Source: an optimization exercise on an open RTL-to-GDS flow (aim: small area, a short achievable clock period and few clock cycles). Production flows keep margins and buffers that such runs may drop.
For this run, only the layout was checked, not whether the RTL still works.
Power and IR drop assume default switching activity.

===== flow/design.v =====
`timescale 1ns/1ps
`default_nettype none
package event_sched_pkg;
    localparam int ADDR_W     = 16;
    localparam int COORD_W    = 8;
    localparam int ROW_STRIDE = 256;
    parameter int HALF_WIN    = 2;
    parameter int QUEUE_DEPTH = 16;
    function automatic logic lt8(input logic [7:0] a, input logic [7:0] b);
        logic r;
        r = 1'b0;
        for (int i = 0; i < 8; i++) r = (~a[i] & b[i]) | (~a[i] & r) | (b[i] & r);
        lt8 = r;
    endfunction
    function automatic logic lt16(input logic [15:0] a, input logic [15:0] b);
        logic r;
        r = 1'b0;
        for (int i = 0; i < 16; i++) r = (~a[i] & b[i]) | (~a[i] & r) | (b[i] & r);
        lt16 = r;
    endfunction
endpackage
`default_nettype wire
`timescale 1ns/1ps
`default_nettype none
module todo_lane (
    input  logic [7:0] pos_row,
    input  logic [7:0] seg_top,
    input  logic       sel_next,
    output logic       f_in,
    output logic       f_c1,
    output logic       f_later
);
    logic [8:0] d;    
    logic       neg;
    logic       m1, m2, le2, le3, le4;
    assign d   = {1'b0, pos_row} - {1'b0, seg_top};
    assign neg = d[8];
    assign m1  = (d == 9'h1ff);
    assign m2  = (d == 9'h1fe);
    assign le2 = !neg && (d[7:2] == 6'd0) && (d[1:0] != 2'd3);
    assign le3 = !neg && (d[7:2] == 6'd0);
    assign le4 = le3 || (d == 9'd4);
    always_comb begin
        if (sel_next) begin
            f_in    = m1 || le3;
            f_c1    = m2 || m1 || le2;
            f_later = neg && !m1 && !m2;
        end else begin
            f_in    = le4;
            f_c1    = m1 || le3;
            f_later = neg && !m1;
        end
    end
endmodule
`default_nettype wire
`timescale 1ns/1ps
`default_nettype none
module window_picker #(
    parameter int N = 5
) (
    input  logic [N-1:0]   mask,
    input  logic [N*N-1:0] ord,
    output logic [N-1:0]   pick
);
    always_comb begin
        for (int i = 0; i < N; i++) begin
            pick[i] = mask[i];
            for (int j = 0; j < N; j++) begin
                if (j != i && mask[j] && !ord[i*N+j]) pick[i] = 1'b0;
            end
        end
    end
endmodule
`default_nettype wire
`timescale 1ns/1ps
`default_nettype none
module sched_ctrl (
    input  logic [7:0] ev_top,
    input  logic [7:0] ev_hi,
    input  logic       cur_vld,
    input  logic [7:0] cur_top,
    input  logic [7:0] cur_hi,
    output logic       fresh,
    output logic       merge,
    output logic [7:0] new_lo
);
    assign fresh  = !cur_vld || event_sched_pkg::lt16({cur_top, cur_hi}, {ev_top, ev_hi});
    assign merge  = cur_vld && (ev_top == cur_top)
                    && !event_sched_pkg::lt8(cur_hi, ev_hi - 8'd5);
    assign new_lo = ev_hi - 8'd4;
endmodule
`default_nettype wire
`timescale 1ns/1ps
`default_nettype none
module event_sched_top #(
    parameter int NS = 3
) (
    input  logic        clk,
    input  logic        rst_n,
    input  logic [15:0] event_addr,
    input  logic        event_valid,
    output logic        event_ready,
    output logic [15:0] window_addr,
    output logic        window_valid,
    input  logic        window_ready
);
    localparam int N = NS + 1;
    logic [N-1:0]  seg_vld;
    logic [7:0]    seg_top [N];
    logic [7:0]    seg_lo  [N];
    logic [7:0]    seg_hi  [N];
    logic [N-1:0]  f_in, f_c1, f_later;
    logic [NS-1:0] older [NS];
    logic [7:0]    ev_top;   
    logic [7:0]    ev_hi;
    logic          rdy;      
    logic [15:0]   pos;      
    logic          wv;
    logic          first;    
    logic          stale;    
    logic          fresh, merge;
    logic [7:0]    new_lo;
    logic          room, consume, open_seg;
    logic [NS-1:0] alloc;
    assign event_ready  = rdy;
    assign window_valid = wv;
    assign window_addr  = pos;
    sched_ctrl sched_ctrl_inst (
        .ev_top(ev_top),
        .ev_hi(ev_hi),
        .cur_vld(seg_vld[NS]),
        .cur_top(seg_top[NS]),
        .cur_hi(seg_hi[NS]),
        .fresh(fresh),
        .merge(merge),
        .new_lo(new_lo)
    );
    assign room     = !seg_vld[NS] || !(&seg_vld[NS-1:0]);
    assign consume  = !rdy && (!fresh || merge || room);
    assign open_seg = !rdy && fresh && !merge && room;
    always_comb begin
        alloc = '0;
        for (int s = NS - 1; s >= 0; s--) begin
            if (!seg_vld[s]) alloc = NS'(1) << s;
        end
        if (!(open_seg && seg_vld[NS])) alloc = '0;
    end
    logic [7:0]   R, C, R1, C1;
    logic [N-1:0] act, cont, cov1, later;
    logic [N*N-1:0] lo_before, age_before;
    logic [N-1:0] pick_in, pick_c1, pick_l;
    logic [7:0]   ht, hc;
    logic [N-1:0] lo_early;
    assign R  = pos[15:8];
    assign C  = pos[7:0];
    assign R1 = R + 8'd1;
    assign C1 = C + 8'd1;
    always_comb begin
        for (int s = 0; s < N; s++) begin
            act[s]   = seg_vld[s] && !first && f_in[s] && event_sched_pkg::lt8(C, seg_hi[s]);
            cont[s]  = act[s] && !event_sched_pkg::lt8(C1, seg_lo[s]);
            cov1[s]  = seg_vld[s] && !first && f_c1[s];
            later[s] = seg_vld[s] && (first || f_later[s]);
        end
    end
    assign ht = seg_top[NS];
    assign hc = seg_hi[NS] - 8'd4;
    always_comb begin
        for (int i = 0; i < N; i++) begin
            lo_early[i] = event_sched_pkg::lt8(seg_lo[i], hc);
            for (int j = 0; j < N; j++) begin
                lo_before[i*N+j] = (i < j) ? !event_sched_pkg::lt8(seg_lo[j], seg_lo[i])
                                           : event_sched_pkg::lt8(seg_lo[i], seg_lo[j]);
                if (i == NS)      age_before[i*N+j] = 1'b0;
                else if (j == NS) age_before[i*N+j] = 1'b1;
                else if (i < j)   age_before[i*N+j] = older[i][j];
                else              age_before[i*N+j] = !older[j][i];
            end
        end
    end
    window_picker #(.N(N)) pick_in_inst (.mask(act),   .ord(lo_before),  .pick(pick_in));
    window_picker #(.N(N)) pick_c1_inst (.mask(cov1),  .ord(lo_before),  .pick(pick_c1));
    window_picker #(.N(N)) pick_l_inst  (.mask(later), .ord(age_before), .pick(pick_l));
    logic        any_act, any_cont, any_c1, any_l;
    logic [7:0]  lo_in, lo_c1, lo_l, top_l;
    logic        early_in, early_c1, early_l;
    logic        due;
    logic        jump;     
    logic [15:0] nxt;
    logic        adv;
    logic        step;     
    assign any_act  = |act;
    assign any_cont = |cont;
    assign any_c1   = |cov1;
    assign any_l    = |later;
    always_comb begin
        lo_in = '0; lo_c1 = '0; lo_l = '0; top_l = '0;
        early_in = 1'b0; early_c1 = 1'b0; early_l = 1'b0;
        for (int s = 0; s < N; s++) begin
            lo_in    = lo_in    | ({8{pick_in[s]}} & seg_lo[s]);
            lo_c1    = lo_c1    | ({8{pick_c1[s]}} & seg_lo[s]);
            lo_l     = lo_l     | ({8{pick_l[s]}}  & seg_lo[s]);
            top_l    = top_l    | ({8{pick_l[s]}}  & seg_top[s]);
            early_in = early_in | (pick_in[s] & lo_early[s]);
            early_c1 = early_c1 | (pick_c1[s] & lo_early[s]);
            early_l  = early_l  | (pick_l[s] & ((s == NS) ? lo_early[s] : 1'b1));
        end
    end
    always_comb begin
        jump = 1'b0;
        if (any_act) begin
            nxt = {R, any_cont ? C1 : lo_in};
            due = event_sched_pkg::lt8(R, ht)
                  || (R == ht && (any_cont ? event_sched_pkg::lt8(C1, hc) : early_in));
        end else if (any_c1) begin
            nxt = {R1, lo_c1};
            due = event_sched_pkg::lt8(R1, ht) || (R1 == ht && early_c1);
        end else begin
            nxt  = {top_l, lo_l};
            due  = any_l && early_l;
            jump = 1'b1;
        end
        due = due && !stale;
    end
    assign adv  = (!wv || window_ready) && due;
    assign step = adv && !any_act && !jump;
    logic [N-1:0] n_in, n_c1, n_later;
    logic         e_in, e_c1, e_later;
    for (genvar s = 0; s < N; s++) begin : g_seg
        todo_lane todo_lane_inst (
            .pos_row(R),
            .seg_top(seg_top[s]),
            .sel_next(step),
            .f_in(n_in[s]),
            .f_c1(n_c1[s]),
            .f_later(n_later[s])
        );
    end
    todo_lane todo_lane_ev (
        .pos_row(R),
        .seg_top(ev_top),
        .sel_next(step),
        .f_in(e_in),
        .f_c1(e_c1),
        .f_later(e_later)
    );
    logic [N-1:0] fl_in, fl_c1, fl_later;    
    always_comb begin
        for (int s = 0; s < N; s++) begin
            if (stale || step) begin
                fl_in[s] = n_in[s]; fl_c1[s] = n_c1[s]; fl_later[s] = n_later[s];
            end else begin
                fl_in[s] = f_in[s]; fl_c1[s] = f_c1[s]; fl_later[s] = f_later[s];
            end
        end
    end
    always_ff @(posedge clk) begin
        if (rdy && event_valid) begin
            ev_top <= event_addr[15:8] - 8'd2;
            ev_hi  <= event_addr[7:0] + 8'd2;
        end
        for (int s = 0; s < NS; s++) begin
            if (alloc[s]) begin
                seg_top[s]  <= seg_top[NS];
                seg_lo[s]   <= seg_lo[NS];
                seg_hi[s]   <= seg_hi[NS];
                f_in[s]     <= fl_in[NS];
                f_c1[s]     <= fl_c1[NS];
                f_later[s]  <= fl_later[NS];
                for (int j = 0; j < NS; j++) begin
                    if (j < s) older[j][s] <= 1'b1;
                    if (j > s) older[s][j] <= 1'b0;
                end
            end else begin
                f_in[s]     <= fl_in[s];
                f_c1[s]     <= fl_c1[s];
                f_later[s]  <= fl_later[s];
            end
        end
        if (open_seg) begin
            seg_top[NS] <= ev_top;
            seg_lo[NS]  <= new_lo;
            f_in[NS]    <= e_in;
            f_c1[NS]    <= e_c1;
            f_later[NS] <= e_later;
        end else begin
            f_in[NS]    <= fl_in[NS];
            f_c1[NS]    <= fl_c1[NS];
            f_later[NS] <= fl_later[NS];
        end
        if (consume && fresh) begin
            seg_hi[NS] <= ev_hi;
        end
        if (adv) begin
            pos <= nxt;
        end
    end
    always_ff @(posedge clk or negedge rst_n) begin
        if (!rst_n) begin
            seg_vld <= '0;
            rdy     <= 1'b1;
            wv      <= 1'b0;
            first   <= 1'b1;
            stale   <= 1'b0;
        end else begin
            seg_vld[NS-1:0] <= (seg_vld[NS-1:0]
                                & (act[NS-1:0] | cov1[NS-1:0] | later[NS-1:0]
                                   | {NS{stale}}))
                               | alloc;
            if (open_seg) seg_vld[NS] <= 1'b1;
            rdy <= rdy ? !event_valid : consume;
            if (!wv || window_ready) begin
                wv <= due;
            end
            if (adv) first <= 1'b0;
            stale <= adv && jump;
        end
    end
endmodule
`default_nettype wire

===== flow/run.sh =====
#!/bin/bash
# synth_recipe.tcl (not shown) runs the flow's synth.tcl, then flattens the netlist and writes it again
# the make line also repeats each setting of config.mk as NAME=value (left out here)
make -C /OpenROAD-flow-scripts/flow DESIGN_CONFIG=/design/flow/config.mk WORK_HOME=/design/flow/orfs CLKGATE_MAP_FILE= SYNTH_SCRIPT=/design/flow/synth_recipe.tcl finish

===== flow/config.mk =====
export PLATFORM = sky130hd
export DESIGN_NAME = event_sched_top
export DESIGN_NICKNAME = event_sched_top
export VERILOG_FILES = /design/flow/design.v
export SDC_FILE = /design/flow/constraint.sdc
export NUM_CORES = 8
export LEC_CHECK = 0
export ABC_AREA = 1
export CAP_MARGIN = 20
export CORE_MARGIN = 2
export CORE_UTILIZATION = 40
export SETUP_SLACK_MARGIN = 0.5
export SLEW_MARGIN = 20

===== flow/constraint.sdc =====
create_clock -name core_clock -period 14.5 [get_ports {clk}]
set_input_delay 2.9000 -clock core_clock [delete_from_list [all_inputs] [get_ports {clk}]]
set_output_delay 2.9000 -clock core_clock [all_outputs]
set_load 0.01 [all_outputs]

==> flow_summary.ini <==
[run_status]
status = timing/DRC/antenna clean

[global_route]
grt_max_degree = 29
antenna_found_initial = 0
met3_usage = 0.04498
busiest_layer = met2
grt_pass1_vias = 11270
grt_usage = 0.2463
use_met2 = 0.3873
grt_overflow_total = 0
grt_pass1_wl_um = 62710
grtUsageMet1 = 0.3445

[finish]
fin_util = 0.4510
layout.nets = 1855
drive_gt1_frac = 0.05364
final_cell_area_mm2 = 0.01376
antenna_cells = 0
area_delta_synth_final_pct = 11.15
final-instance-count-excl-fill = 2167

[yosys]
ys_warn_count = 12
ys_ff_latch = 151
synthesis.area_mm2 = 0.01238
syn-mean-instance-area_um2 = 7.192
synthDistinctLibCells = 54
seq_area_frac_synth = 0.3584
synth_edf_count = 137
synth_cells = 1721
synth_top_flop_cell = edfxtp_1
synthArstFlopShare = 0.05298
syn_nets = 1818

[critical_path]
setup.worst_path.class = reg2out
cp_cell_sequence = clkdlybuf4s50_1
cpPeakStageDelay_ps = 710
crit_arrival_ps = 1800
slowest_stage = edfxtp_1
end_kind = output pin
required_ps = 11600
cp-start-kind = register
path_buf_inv = 1
crit_family = flip-flops
cp_max_fo = 13

[die]
io_pins = 38
fp.dieW_um = 179.9
rows = 64
die_y_um = 179.9
initial_utilization = 0.4057
die_area_mm2 = 0.03237
core-area_mm2 = 0.03051

[timing]
tightest_slew_ps = 927.2
relSlewSlack = 0.3818
finClkSkew_ps = 8.597
timing.final.ws_setup_ps = 9796
grt_setup_unrepaired = false
finalHoldViolCount = 0
slew_viol_final = 0
final.hold.worst_slack_ps = 481.5
fmaxAchievable_mhz = 212.6
min_period_over_period = 0.3244
setup_viol = 0
tns_ps = 0
post-route-min-period_ps = 4704

[pwr]
p_comb_frac = 0.542
p_leak_nw = 6.612
seqPwrFrac = 0.280
p_sw_frac = 0.4909
p_clk_frac = 0.179
p_total_mw = 2.518
power.density_mw_per_mm2 = 183.0
p_int_mw = 1.282
peakVddDrop_uv = 82.00
p_sw_mw = 1.236

[placement]
post-place-ws_ps = 9786
gp_congestion = 0.9416
dp_hpwl_um = 30180
dpl-instance-area_mm2 = 0.01318
portBuffers = 37
place_inst = 2135

[clock_tree]
ctsHoldBuffers = 0
clk_pin_slew_worst_paths_ps = 70
cts_max_level = 4
cts_tree = yes
clockBufferDepth = 2
numCtsBuffers = 17
clock_tree.root_cell = clkbuf_16
cts_setup_buffers = 0
clk_latency_ps = 440
cts_resized = 0
numClockSinks = 151

[drt]
final_antenna_net_count = 0
route.detailed.drc = 0
dr.first_iter.drc_count = 1306
via_per_inst = 5.469
vias = 11850
wire_per_inst_um = 18.41
drt_pass1_iterations = 6
finalWirelength_um = 39890

[worst_hold_path]
hp-class = reg2reg

[flow_run]
maxCapViolCount = 0
## power groups by stage
| stage | clock network (mW) | logic (mW) | registers, mW |
|---|---|---|---|
| floorplan | 0 | 0.964 | 0.666 |
| CTS | 0.456 | 1.35 | 0.703 |
| finish | 0.450 | 1.36 | 0.704 |
| detailed placement | 0 | 1.34 | 0.711 |
| global placement | 0 | 1.33 | 0.711 |
| global route | 0.472 | 1.53 | 0.716 |
## cells in the mapped netlist, types with 2 or more instances
| master | n | share of area |
|---|---|---|
| inv_2 | 12 | 0.0036 |
| inv_1 | 314 | 0.095 |
| nand2_1 | 509 | 0.15 |
| o21ai_1 | 16 | 0.0065 |
| nand3_1 | 68 | 0.027 |
| a21oi_2 | 2 | 0.0014 |
| o221ai_1 | 6 | 0.0042 |
| fa_1 | 5 | 0.0081 |
| dfstp_2 | 2 | 0.0042 |
| clkinv_1 | 5 | 0.0015 |
| nor4_1 | 7 | 0.0035 |
| a221oi_1 | 3 | 0.0021 |
| and2_1 | 2 | 0.0010 |
| xnor2_1 | 7 | 0.0050 |
| xor2_1 | 45 | 0.032 |
| o22ai_1 | 99 | 0.050 |
| nor3_1 | 16 | 0.0065 |
| buf_2 | 11 | 0.0044 |
| nor2_4 | 4 | 0.0036 |
| o21ai_2 | 2 | 0.0014 |
| o21bai_1 | 7 | 0.0042 |
| dfrtp_1 | 6 | 0.012 |
| dfxtp_1 | 6 | 0.0097 |
| nor2_2 | 8 | 0.0040 |
| buf_6 | 3 | 0.0027 |
| a32oi_1 | 2 | 0.0014 |
| a21oi_1 | 63 | 0.025 |
| or2_2 | 6 | 0.0030 |
| a22o_1 | 3 | 0.0021 |
| clkbuf_1 | 13 | 0.0039 |
| nand4_1 | 20 | 0.010 |
| a22oi_1 | 10 | 0.0061 |
| o2111ai_1 | 5 | 0.0035 |
| o211ai_1 | 11 | 0.0067 |
| o21ai_0 | 96 | 0.039 |
| nor2_1 | 94 | 0.029 |
| ha_1 | 72 | 0.073 |
| edfxtp_1 | 137 | 0.33 |
| nand2_2 | 9 | 0.0045 |
## area by class of cell
cell class | count | area, um2
Multi-Input combinational cell | 1209 | 6556
Inverter | 333 | 1254
Fill cell | 3048 | 16750
Clock buffer | 17 | 425.4
Tap cell | 396 | 495.5
Sequential cell | 151 | 4437
Timing Repair Buffer | 46 | 437.9
Clock inverter | 15 | 152.6
## state kept, by name, summed over array words and instances (netlist names), 8 cells and up
register	cells
ev_hi	8
ev_top	8
pos	16
seg_hi	32
seg_lo	32
seg_top	32
## worst paths after layout
path | startpoint | endpoint | slack (ps) | cells after the start
hold reg to reg | older[0][1] | older[0][1] | 480 | 2
setup reg to reg | seg_hi[3][0] | seg_lo[0][1] | 10150 | 28
max in group asynchronous | rst_n | first | 11370 | 1
setup / recovery | pos[10] | window_addr[10] | 9800 | 1
hold / removal | older[0][1] | older[0][1] | 480 | 2
min in group asynchronous | rst_n | seg_vld[0] | 2780 | 1
## cells by family (layout without fill, tap and decap cells)
| family | count (synthesis) | after routing | share of synthesized area |
|---|---|---|---|
| flops | 151 | 151 | 0.3584 |
| compound gates | 331 | 331 | 0.1580 |
| xor+xnor | 52 | 52 | 0.03679 |
| simple gates | 748 | 748 | 0.2521 |
| buf+inv | 361 | 411 | 0.1130 |
| fa+ha+maj | 78 | 78 | 0.08167 |
## cells in the final DEF, fill, tap and decap left out, types with 45 or more instances in the layout
master    count
ha_1         72
edfxtp_1    137
inv_1       314
o22ai_1      99
a21oi_1      63
xor2_1       45
nor2_1       91
nand3_1      68
o21ai_0      96
nand2_1     509
## per-layer routing
metal | vias up | wire [um]
li1 | 5772 | -
met1 | 5498 | 17890
met2 | 521 | 17680
met3 | 60 | 3447
met4 | 0 | 872
met5 | - | 0

==> what the ideal ports hide <==
No port has a modelled driver above. Below, the same layout with a new extraction and two added sets of constraints.
Step 1: set_driving_cell puts a clkbuf_16 on clk and a buf_2 on each other input, an assumption about the parent block.
Step 2 times the ports against the registers' clock, not the clock port: input delays grow and output delays shrink by t, the midpoint of the rising clock arrivals with the driver on.
Slacks: ideal ports / drivers / drivers and shift; pairs: ideal ports / drivers.
shift t [ns]: 0.485
setup slack, ns: 9.796 / 9.749 / 9.723
worst setup path at the end: input to register
clock arrival spread, ns: 0.009 / 0.009
cell pins on the clock port's net: 1
After both steps this run still meets setup and hold. For this run, drivers alone change the setup slack by -0.047 ns; drivers and shift together by -0.073 ns.
